Context: an optimization exercise on an open-source flow, tuned for small area and few clock cycles. The choices shown serve that exercise and are no tape-out recipe.
No functional check of the RTL was part of this run.
Power and IR drop assume default switching activity.

**design/flow/config.mk**
```make
export PLATFORM = sky130hd
export DESIGN_NAME = text_to_lcd_command_stream
export DESIGN_NICKNAME = text_to_lcd_command_stream
export VERILOG_FILES = /design/flow/design.v
export SDC_FILE = /design/flow/constraint.sdc
export NUM_CORES = 4
export LEC_CHECK = 0
export CAP_MARGIN = 20
export CORE_MARGIN = 2
export CORE_UTILIZATION = 40
export SLEW_MARGIN = 20
export SYNTH_MEMORY_MAX_BITS = 16384
```
**design/flow/constraint.sdc**
```tcl
create_clock -name core_clock -period 5.0 [get_ports {clk}]
set_input_delay 1.0000 -clock core_clock [delete_from_list [all_inputs] [get_ports {clk}]]
set_output_delay 1.0000 -clock core_clock [all_outputs]
set_load 0.01 [all_outputs]
```
**design/flow/design.v**
```verilog
package ttlcd_pkg;
	localparam int unsigned PageCountDef = 8;
	localparam logic [7:0] LastColumn = 8'd131;
	localparam logic [7:0] WrapColumn = 8'd127;
	localparam logic [7:0] CmdPage = 8'hB0;
	localparam logic [7:0] CmdColHigh = 8'h10;
	localparam logic [7:0] CmdColLow = 8'h00;
	localparam logic [7:0] GlyphWidth = 8'd8;
	localparam logic [7:0] AlignMask = 8'hF8;
	localparam int unsigned GlyphDepth = 1024;
	localparam int unsigned GlyphAddrW = $clog2(GlyphDepth);
	localparam int unsigned ByteW = 8;
	localparam int unsigned RunBytes = 35;
	localparam int unsigned IdxW = $clog2(RunBytes);
	localparam logic [IdxW-1:0] LastIdx = IdxW'(RunBytes - 1);
	localparam logic [1:0] PosPage = 2'd0;
	localparam logic [1:0] PosColHigh = 2'd1;
	localparam logic [1:0] PosColLow = 2'd2;
	localparam logic [1:0] PosData = 2'd3;
	localparam logic [6:0] GlyphFirst = 7'd32;
	localparam int unsigned GlyphCount = 96;
	function automatic logic [39:0] font_core(input logic [6:0] idx);
		logic [39:0] row;
		case (idx)
			7'd0: row = 40'h0000000000;
			7'd1: row = 40'h00004F0000;
			7'd2: row = 40'h0000000000;
			7'd3: row = 40'h0000000000;
			7'd4: row = 40'h0000000000;
			7'd5: row = 40'h2313086462;
			7'd6: row = 40'h0000000000;
			7'd7: row = 40'h0000000000;
			7'd8: row = 40'h0000000000;
			7'd9: row = 40'h0000000000;
			7'd10: row = 40'h0000000000;
			7'd11: row = 40'h08083E0808;
			7'd12: row = 40'h0000000000;
			7'd13: row = 40'h0808080808;
			7'd14: row = 40'h6060000000;
			7'd15: row = 40'h0000000000;
			7'd16: row = 40'h3E4141413E;
			7'd17: row = 40'h44427F4040;
			7'd18: row = 40'h4261514946;
			7'd19: row = 40'h2141454B31;
			7'd20: row = 40'h1814127F10;
			7'd21: row = 40'h2745454539;
			7'd22: row = 40'h2C4A494930;
			7'd23: row = 40'h0301710907;
			7'd24: row = 40'h3649494936;
			7'd25: row = 40'h064949291E;
			7'd26: row = 40'h0036360000;
			7'd27: row = 40'h0000000000;
			7'd28: row = 40'h0000000000;
			7'd29: row = 40'h1414141414;
			7'd30: row = 40'h0000000000;
			7'd31: row = 40'h0201510906;
			7'd32: row = 40'h0000000000;
			7'd33: row = 40'h3C1211123C;
			7'd34: row = 40'h7F49494936;
			7'd35: row = 40'h3E41414122;
			7'd36: row = 40'h7F4141221C;
			7'd37: row = 40'h7F49494941;
			7'd38: row = 40'h7F09090901;
			7'd39: row = 40'h3F41494972;
			7'd40: row = 40'h7F0808087F;
			7'd41: row = 40'h00417F4100;
			7'd42: row = 40'h2040413F01;
			7'd43: row = 40'h7F08142241;
			7'd44: row = 40'h7F40404040;
			7'd45: row = 40'h7F020C027F;
			7'd46: row = 40'h7F0408027F;
			7'd47: row = 40'h3F4141413F;
			7'd48: row = 40'h7F09090906;
			7'd49: row = 40'h3F4151215E;
			7'd50: row = 40'h7F09192946;
			7'd51: row = 40'h2649494932;
			7'd52: row = 40'h01017F0101;
			7'd53: row = 40'h3F4040403F;
			7'd54: row = 40'h1F2040201F;
			7'd55: row = 40'h3F4038403F;
			7'd56: row = 40'h6314081463;
			7'd57: row = 40'h0708700807;
			7'd58: row = 40'h6151494543;
			7'd59: row = 40'h0000000000;
			7'd60: row = 40'h0000000000;
			7'd61: row = 40'h0000000000;
			7'd62: row = 40'h0000000000;
			7'd63: row = 40'h0000000000;
			7'd64: row = 40'h0000000000;
			7'd65: row = 40'h1054545478;
			7'd66: row = 40'h7F48444438;
			7'd67: row = 40'h3844444420;
			7'd68: row = 40'h384444487F;
			7'd69: row = 40'h3854545418;
			7'd70: row = 40'h087E090102;
			7'd71: row = 40'h0C5252523E;
			7'd72: row = 40'h7F08040478;
			7'd73: row = 40'h00447D4000;
			7'd74: row = 40'h2040443400;
			7'd75: row = 40'h7F10284400;
			7'd76: row = 40'h00417F4000;
			7'd77: row = 40'h7C04180478;
			7'd78: row = 40'h7C08040478;
			7'd79: row = 40'h3844444438;
			7'd80: row = 40'h7C14141408;
			7'd81: row = 40'h081414187C;
			7'd82: row = 40'h7C08040408;
			7'd83: row = 40'h4854545420;
			7'd84: row = 40'h043F444020;
			7'd85: row = 40'h3C4040207C;
			7'd86: row = 40'h1C2040201C;
			7'd87: row = 40'h3C4038403C;
			7'd88: row = 40'h4428102844;
			7'd89: row = 40'h0C5050503C;
			7'd90: row = 40'h4464544C44;
			7'd91: row = 40'h0000000000;
			7'd92: row = 40'h0000000000;
			7'd93: row = 40'h0000000000;
			7'd94: row = 40'h0000000000;
			7'd95: row = 40'h0705070000;
			default: row = 40'h0000000000;
		endcase
		font_core = row;
	endfunction
	function automatic logic [ByteW-1:0] glyph_byte(input logic [GlyphAddrW-1:0] addr);
		logic [6:0] code;
		logic [2:0] col;
		logic [39:0] row;
		logic [ByteW-1:0] res;
		code = addr[GlyphAddrW-1:3];
		col = addr[2:0];
		res = '0;
		if (code >= GlyphFirst && col >= 3'd1 && col <= 3'd5) begin
			row = font_core(7'(code - GlyphFirst));
			case (col)
				3'd1: res = row[39:32];
				3'd2: res = row[31:24];
				3'd3: res = row[23:16];
				3'd4: res = row[15:8];
				default: res = row[7:0];
			endcase
		end
		glyph_byte = res;
	endfunction
	typedef struct packed {
		logic valid;
		logic [ByteW-1:0] value;
		logic is_data;
		logic last;
		logic blank;
		logic [GlyphAddrW-1:0] rom_addr;
	} issue_t;
endpackage
module ttlcd_rom (
	input  logic                                clk,
	input  logic                                re,
	input  logic [ttlcd_pkg::GlyphAddrW-1:0]    raddr,
	output logic [ttlcd_pkg::ByteW-1:0]         rdata
);
	always_ff @(posedge clk) begin
		if (re) begin
			rdata <= ttlcd_pkg::glyph_byte(raddr);
		end
	end
endmodule
module ttlcd_seq #(
	parameter int unsigned PAGE_COUNT = ttlcd_pkg::PageCountDef
) (
	input  logic                  clk,
	input  logic                  arst_n,
	input  logic                  enable,
	input  logic                  in_valid,
	output logic                  in_ready,
	input  logic [7:0]            char_code,
	input  logic                  advance,
	output ttlcd_pkg::issue_t     issue
);
	localparam int unsigned PageW = (PAGE_COUNT > 1) ? $clog2(PAGE_COUNT) : 1;
	localparam logic [PageW-1:0] PageMax = PageW'(PAGE_COUNT - 1);
	logic                        pend_valid_q;
	logic [7:0]                  pend_code_q;
	logic                        active_q;
	logic [ttlcd_pkg::IdxW-1:0]  idx_q;
	logic [7:0]                  code_q;
	logic [7:0]                  col_q;
	logic [PageW-1:0]            page_q;
	logic [7:0]                  cur_col_q;
	logic [PageW-1:0]            cur_page_q;
	logic             take;
	logic [7:0]       start_col;
	logic [PageW-1:0] start_page;
	logic [3:0]       grp;
	logic [1:0]       pos;
	logic [7:0]       col_cur;
	logic [7:0]       mirrored;
	assign in_ready = enable && !pend_valid_q;
	assign take = pend_valid_q && (!active_q || (advance && idx_q == ttlcd_pkg::LastIdx));
	always_comb begin
		if (cur_col_q > ttlcd_pkg::WrapColumn) begin
			start_col = '0;
			start_page = (cur_page_q == PageMax) ? '0 : cur_page_q + PageW'(1);
		end else begin
			start_col = cur_col_q & ttlcd_pkg::AlignMask;
			start_page = cur_page_q;
		end
	end
	always_ff @(posedge clk or negedge arst_n) begin
		if (!arst_n) begin
			pend_valid_q <= 1'b0;
			active_q <= 1'b0;
			idx_q <= '0;
			cur_col_q <= '0;
			cur_page_q <= '0;
		end else begin
			if (in_valid && in_ready) begin
				pend_valid_q <= 1'b1;
			end else if (take) begin
				pend_valid_q <= 1'b0;
			end
			if (take) begin
				active_q <= 1'b1;
				idx_q <= '0;
				cur_col_q <= start_col + ttlcd_pkg::GlyphWidth;
				cur_page_q <= start_page;
			end else if (advance && active_q) begin
				if (idx_q == ttlcd_pkg::LastIdx) begin
					active_q <= 1'b0;
				end else begin
					idx_q <= idx_q + ttlcd_pkg::IdxW'(1);
				end
			end
		end
	end
	always_ff @(posedge clk) begin
		if (in_valid && in_ready) begin
			pend_code_q <= char_code;
		end
		if (take) begin
			code_q <= pend_code_q;
			col_q <= start_col;
			page_q <= start_page;
		end
	end
	assign grp = idx_q[ttlcd_pkg::IdxW-1:2];
	assign pos = idx_q[1:0];
	assign col_cur = col_q + {4'b0, grp};
	assign mirrored = ttlcd_pkg::LastColumn - col_cur;
	always_comb begin
		issue.valid = active_q;
		issue.is_data = (pos == ttlcd_pkg::PosData);
		issue.last = (idx_q == ttlcd_pkg::LastIdx);
		issue.blank = code_q[7];
		issue.rom_addr = {code_q[6:0], grp[2:0]};
		case (pos)
			ttlcd_pkg::PosPage: issue.value = ttlcd_pkg::CmdPage + 8'(page_q);
			ttlcd_pkg::PosColHigh: issue.value = ttlcd_pkg::CmdColHigh + {4'b0, mirrored[7:4]};
			ttlcd_pkg::PosColLow: issue.value = ttlcd_pkg::CmdColLow + {4'b0, mirrored[3:0]};
			default: issue.value = '0;
		endcase
	end
endmodule
module text_to_lcd_command_stream #(
	parameter int unsigned PAGE_COUNT = ttlcd_pkg::PageCountDef
) (
	input  logic       clk,
	input  logic       arst_n,
	input  logic       in_valid,
	output logic       in_ready,
	input  logic [7:0] char_code,
	output logic       out_valid,
	input  logic       out_ready,
	output logic [7:0] out_byte,
	output logic       is_data,
	output logic       last
);
	logic                               advance;
	ttlcd_pkg::issue_t                  issue;
	logic [ttlcd_pkg::ByteW-1:0]        rom_rdata;
	logic                               valid_s1;
	logic [ttlcd_pkg::ByteW-1:0]        value_s1;
	logic                               is_data_s1;
	logic                               last_s1;
	logic                               blank_s1;
	assign advance = !valid_s1 || out_ready;
	ttlcd_seq #(
		.PAGE_COUNT(PAGE_COUNT)
	) u_seq (
		.clk      (clk),
		.arst_n   (arst_n),
		.enable   (1'b1),
		.in_valid (in_valid),
		.in_ready (in_ready),
		.char_code(char_code),
		.advance  (advance),
		.issue    (issue)
	);
	ttlcd_rom u_glyph_rom (
		.clk  (clk),
		.re   (advance && issue.valid),
		.raddr(issue.rom_addr),
		.rdata(rom_rdata)
	);
	always_ff @(posedge clk or negedge arst_n) begin
		if (!arst_n) begin
			valid_s1 <= 1'b0;
		end else if (advance) begin
			valid_s1 <= issue.valid;
		end
	end
	always_ff @(posedge clk) begin
		if (advance) begin
			value_s1 <= issue.value;
			is_data_s1 <= issue.is_data;
			last_s1 <= issue.last;
			blank_s1 <= issue.blank;
		end
	end
	assign out_valid = valid_s1;
	assign is_data = is_data_s1;
	assign last = last_s1;
	assign out_byte = is_data_s1 ? (blank_s1 ? '0 : rom_rdata) : value_s1;
endmodule
```
**design/flow/run.sh**
```bash
#!/bin/bash
# synth_recipe.tcl (not shown) runs the flow's synth.tcl, then flattens the netlist and writes it again
# the make line also repeats each setting of config.mk as NAME=value (left out here)
make -C /OpenROAD-flow-scripts/flow DESIGN_CONFIG=/design/flow/config.mk WORK_HOME=/design/flow/orfs CLKGATE_MAP_FILE= SYNTH_SCRIPT=/design/flow/synth_recipe.tcl finish
```
==> metrics.yaml <==
rsz0062_at_grt: "no"
gp_congestion: 1.12
num_vias: 6906
leakage_uw: 0.00247
status: "finished clean"
avgSynthCellArea_um2: 7.90
crit_required_ps: 5080
period_minus_slack_ps: 4260
finalNetCount: 823
totalWireLength_mm: 28.1
syn_inst: 798
setup_violations: 0
min_path_type: "reg -> reg"
synth_top_cell_area_share_pct: 18.6
synth_area_leaders: "edfxtp_1, ha_1, dfrtp_1, a21oi_1, o21ai_0"
cts_made_buffers: 5
ys_seq_elements: 56
drtIter0Drc: 1329
end_kind: "register"
die_h_um: 130
root_buffer: "clkbuf_16"
synthTopCellsByCount: "a21oi_1, nand2_1, o21ai_0, nor2_1, edfxtp_1"
relSlewSlack_pct: 23.0
start_util_pct: 41.2
cts_tree: "yes"
numPortBuffers: 23
finClkSkew_ps: 13.6
nFillCells: 1614
grt_pass1_vias: 6371
synth.most_common_cell: "a21oi_1"
powerDensity_mw_per_mm2: 322
area_delta_synth_final_pct: 6.87
post_drt_wl_per_cell_um: 28.5
hold_viol: 0
timing.final.crit_share_pct: 85.3
cts_max_path_buffers: 2
rows: 45
synth.largest_area_cell: "edfxtp_1"
die-area_mm2: 0.0168
ctsHtreeMaxLevel: 2
pin_count: 24
synth_nets: 846
fmax_mhz: 234
die_w_um: 130
power_uw: 2170
via_per_inst: 7.00
cp_max_fo: 19
cp-start-kind: "register"
clock_latency_ps: 320
cts_resized: 0
num_antenna_cells: 0
antenna_found_initial: 0
ys_types: 75
drt_first_pass_iters: 6
hpwl_mm: 20.0
synth_ff_type: "edfxtp_1"
multi_input_area_mm2: 0.00417
critPathKind: "reg -> reg"
core-area_mm2: 0.0153
layout-drive-gt1-share_pct: 7.35
regArea_mm2: 0.00160
clkTransAtPathRegs_ps: 80
cts.sinks: 56
postRouteAntennaNets: 0
ys_async_sr_fraction_pct: 30.4
ys_seq_area_share_pct: 25.3
worstMarginPinSlew_ps: 1150
report.final.slew_viol_count: 0
maxCapViolCount: 0
finalSetupTns_ps: 0
grt_first_pass_wirelength_mm: 41.7
grt_max_degree: 120
overflow: 0
synth_edf_count: 39
post_cts_buffers: 0
ys_warn_count: 3
drc: 0
holdBufCountCts: 0
critical_path_arrival_ps: 4350
netlist_area_mm2: 0.00630
grt_usage_pct: 34.0
ir_drop_mv: 0.201
cell families after synthesis:
group           synth area share, %
fa+ha+maj                      7.15
compound gates                 31.4
mux                            3.71
simple gates                   22.4
buf+inv                        8.55
xor+xnor                       1.39
flops                          25.3
worst max-delay path, cell delays in order, from the launching register on:
cell and delay, ps:
edfxtp_1 920, inv_1 370, ha_1 910, nand2_1 370, and3_1 300, a2111oi_0 520
o21a_1 170, nor4_1 50, a311oi_1 400
path summary, 6_finish.rpt:
kind	cells past startpoint	slack, ps	end	start
worst max-delay path	8	740	u_glyph_rom.rdata[1]$_SDFFCE_PN0P_	u_seq.code_q[0]$_DFFE_PP_
worst min-delay path	0	430	u_seq.code_q[5]$_DFFE_PP_	u_seq.pend_code_q[5]$_DFFE_PP_
worst max register to register	8	740	u_glyph_rom.rdata[1]$_SDFFCE_PN0P_	u_seq.code_q[0]$_DFFE_PP_
worst min register to register	0	430	u_seq.code_q[5]$_DFFE_PP_	u_seq.pend_code_q[5]$_DFFE_PP_
max in group asynchronous	1	3350	u_seq.cur_page_q[2]$_DFFE_PN0P_	arst_n
min in group asynchronous	1	1150	u_seq.idx_q[2]$_DFFE_PN0P_	arst_n
routing by layer:
| layer | GRT usage [%] | routed length (um) | share of wire (%) | vias to the layer above |
|---|---|---|---|---|
| li1 | - | - | - | 2956 |
| met1 | 47.3 | 11300 | 40 | 3295 |
| met2 | 49.8 | 11900 | 42 | 541 |
| met3 | 6.90 | 3120 | 11 | 114 |
| met4 | 17.8 | 1770 | 6.3 | 0 |
| met5 | 0 | 0 | 0 | - |
state kept, by name, summed over array words and instances, names as in the netlist:
| signal | flops |
|---|---|
| blank_s1 | 1 |
| is_data_s1 | 1 |
| last_s1 | 1 |
| u_glyph_rom.rdata | 7 |
| u_seq.active_q | 1 |
| u_seq.code_q | 8 |
| u_seq.col_q | 4 |
| u_seq.cur_col_q | 5 |
| u_seq.cur_page_q | 3 |
| u_seq.idx_q | 6 |
| u_seq.page_q | 3 |
| u_seq.pend_code_q | 8 |
| u_seq.pend_valid_q | 1 |
| valid_s1 | 1 |
| value_s1 | 6 |
layout by cell type, fill, tap and decap left out, types with 11 or more instances in the layout:
| cell | netlist | routed |
|---|---|---|
| mux2i_1 | 11 | 11 |
| dfrtp_1 | 17 | 17 |
| nand2_1 | 62 | 62 |
| nand3_1 | 29 | 29 |
| nor3_1 | 22 | 22 |
| clkdlybuf4s50_1 | 0 | 23 |
| nor2b_1 | 25 | 25 |
| nand2b_1 | 38 | 38 |
| buf_4 | 10 | 23 |
| o21ai_0 | 61 | 61 |
| a311oi_1 | 13 | 13 |
| a21oi_1 | 65 | 65 |
| inv_1 | 31 | 31 |
| nor2_1 | 47 | 47 |
| edfxtp_1 | 39 | 39 |
| ha_1 | 36 | 36 |
| a211oi_1 | 17 | 17 |
| a31oi_1 | 12 | 12 |
layout make-up:
cell class | instances | area share, %
inverters | 32 | 1.78
clock inverters | 2 | 0.241
clock buffers | 6 | 1.91
flip-flops and latches | 56 | 23.7
well taps | 211 | 3.92
multi-input cells | 632 | 61.9
repair buffers | 48 | 6.58
power by group:
| part | internal [uW] | switching, uW |
|---|---|---|
| registers | 629 | 91.5 |
| logic | 389 | 691 |
| clock network | 188 | 184 |
| total | 1210 | 966 |
through the flow:
step	hold WS, ps	worst slack (ps)	area [um2]	util, %	cells
4_1_cts	426	868	6740	44.0	987
6_report	427	735	6740	44.0	987
3_5_place_dp	407	903	6590	43.0	979
3_3_place_gp	402	920	6590	43.0	979
2_1_floorplan	400	2120	6300	-	798
5_1_grt	433	614	6740	44.0	987

[what the ideal ports hide]
The flow's constraints put no driver on any port. The routed layout listed below was extracted and timed again, unchanged, in two steps. Step 1 sets driving cells, clkbuf_16 on the clock port and buf_2 on the other inputs (assumed; they add their load-dependent delay and slew). Step 2 adds t to the input delays and takes it off the output delays; t is the mean of the earliest and latest rising clock arrival at the registers after step 1. Input paths then give back, and output paths get back, about the clock's delay inside the block. Three values: ideal, step 1, step 2; two values: the first two.
t (ns): 0.355
setup slack, ns: 0.735 / 0.735 / 0.735
hold WS [ns]: 0.427 / 0.427 / 0.427
cell pins on the clock port's net: 1
After both steps setup and hold are still met in this run. The setup slack of this run moves by 0.000 ns with the drivers and by 0.000 ns with both steps.
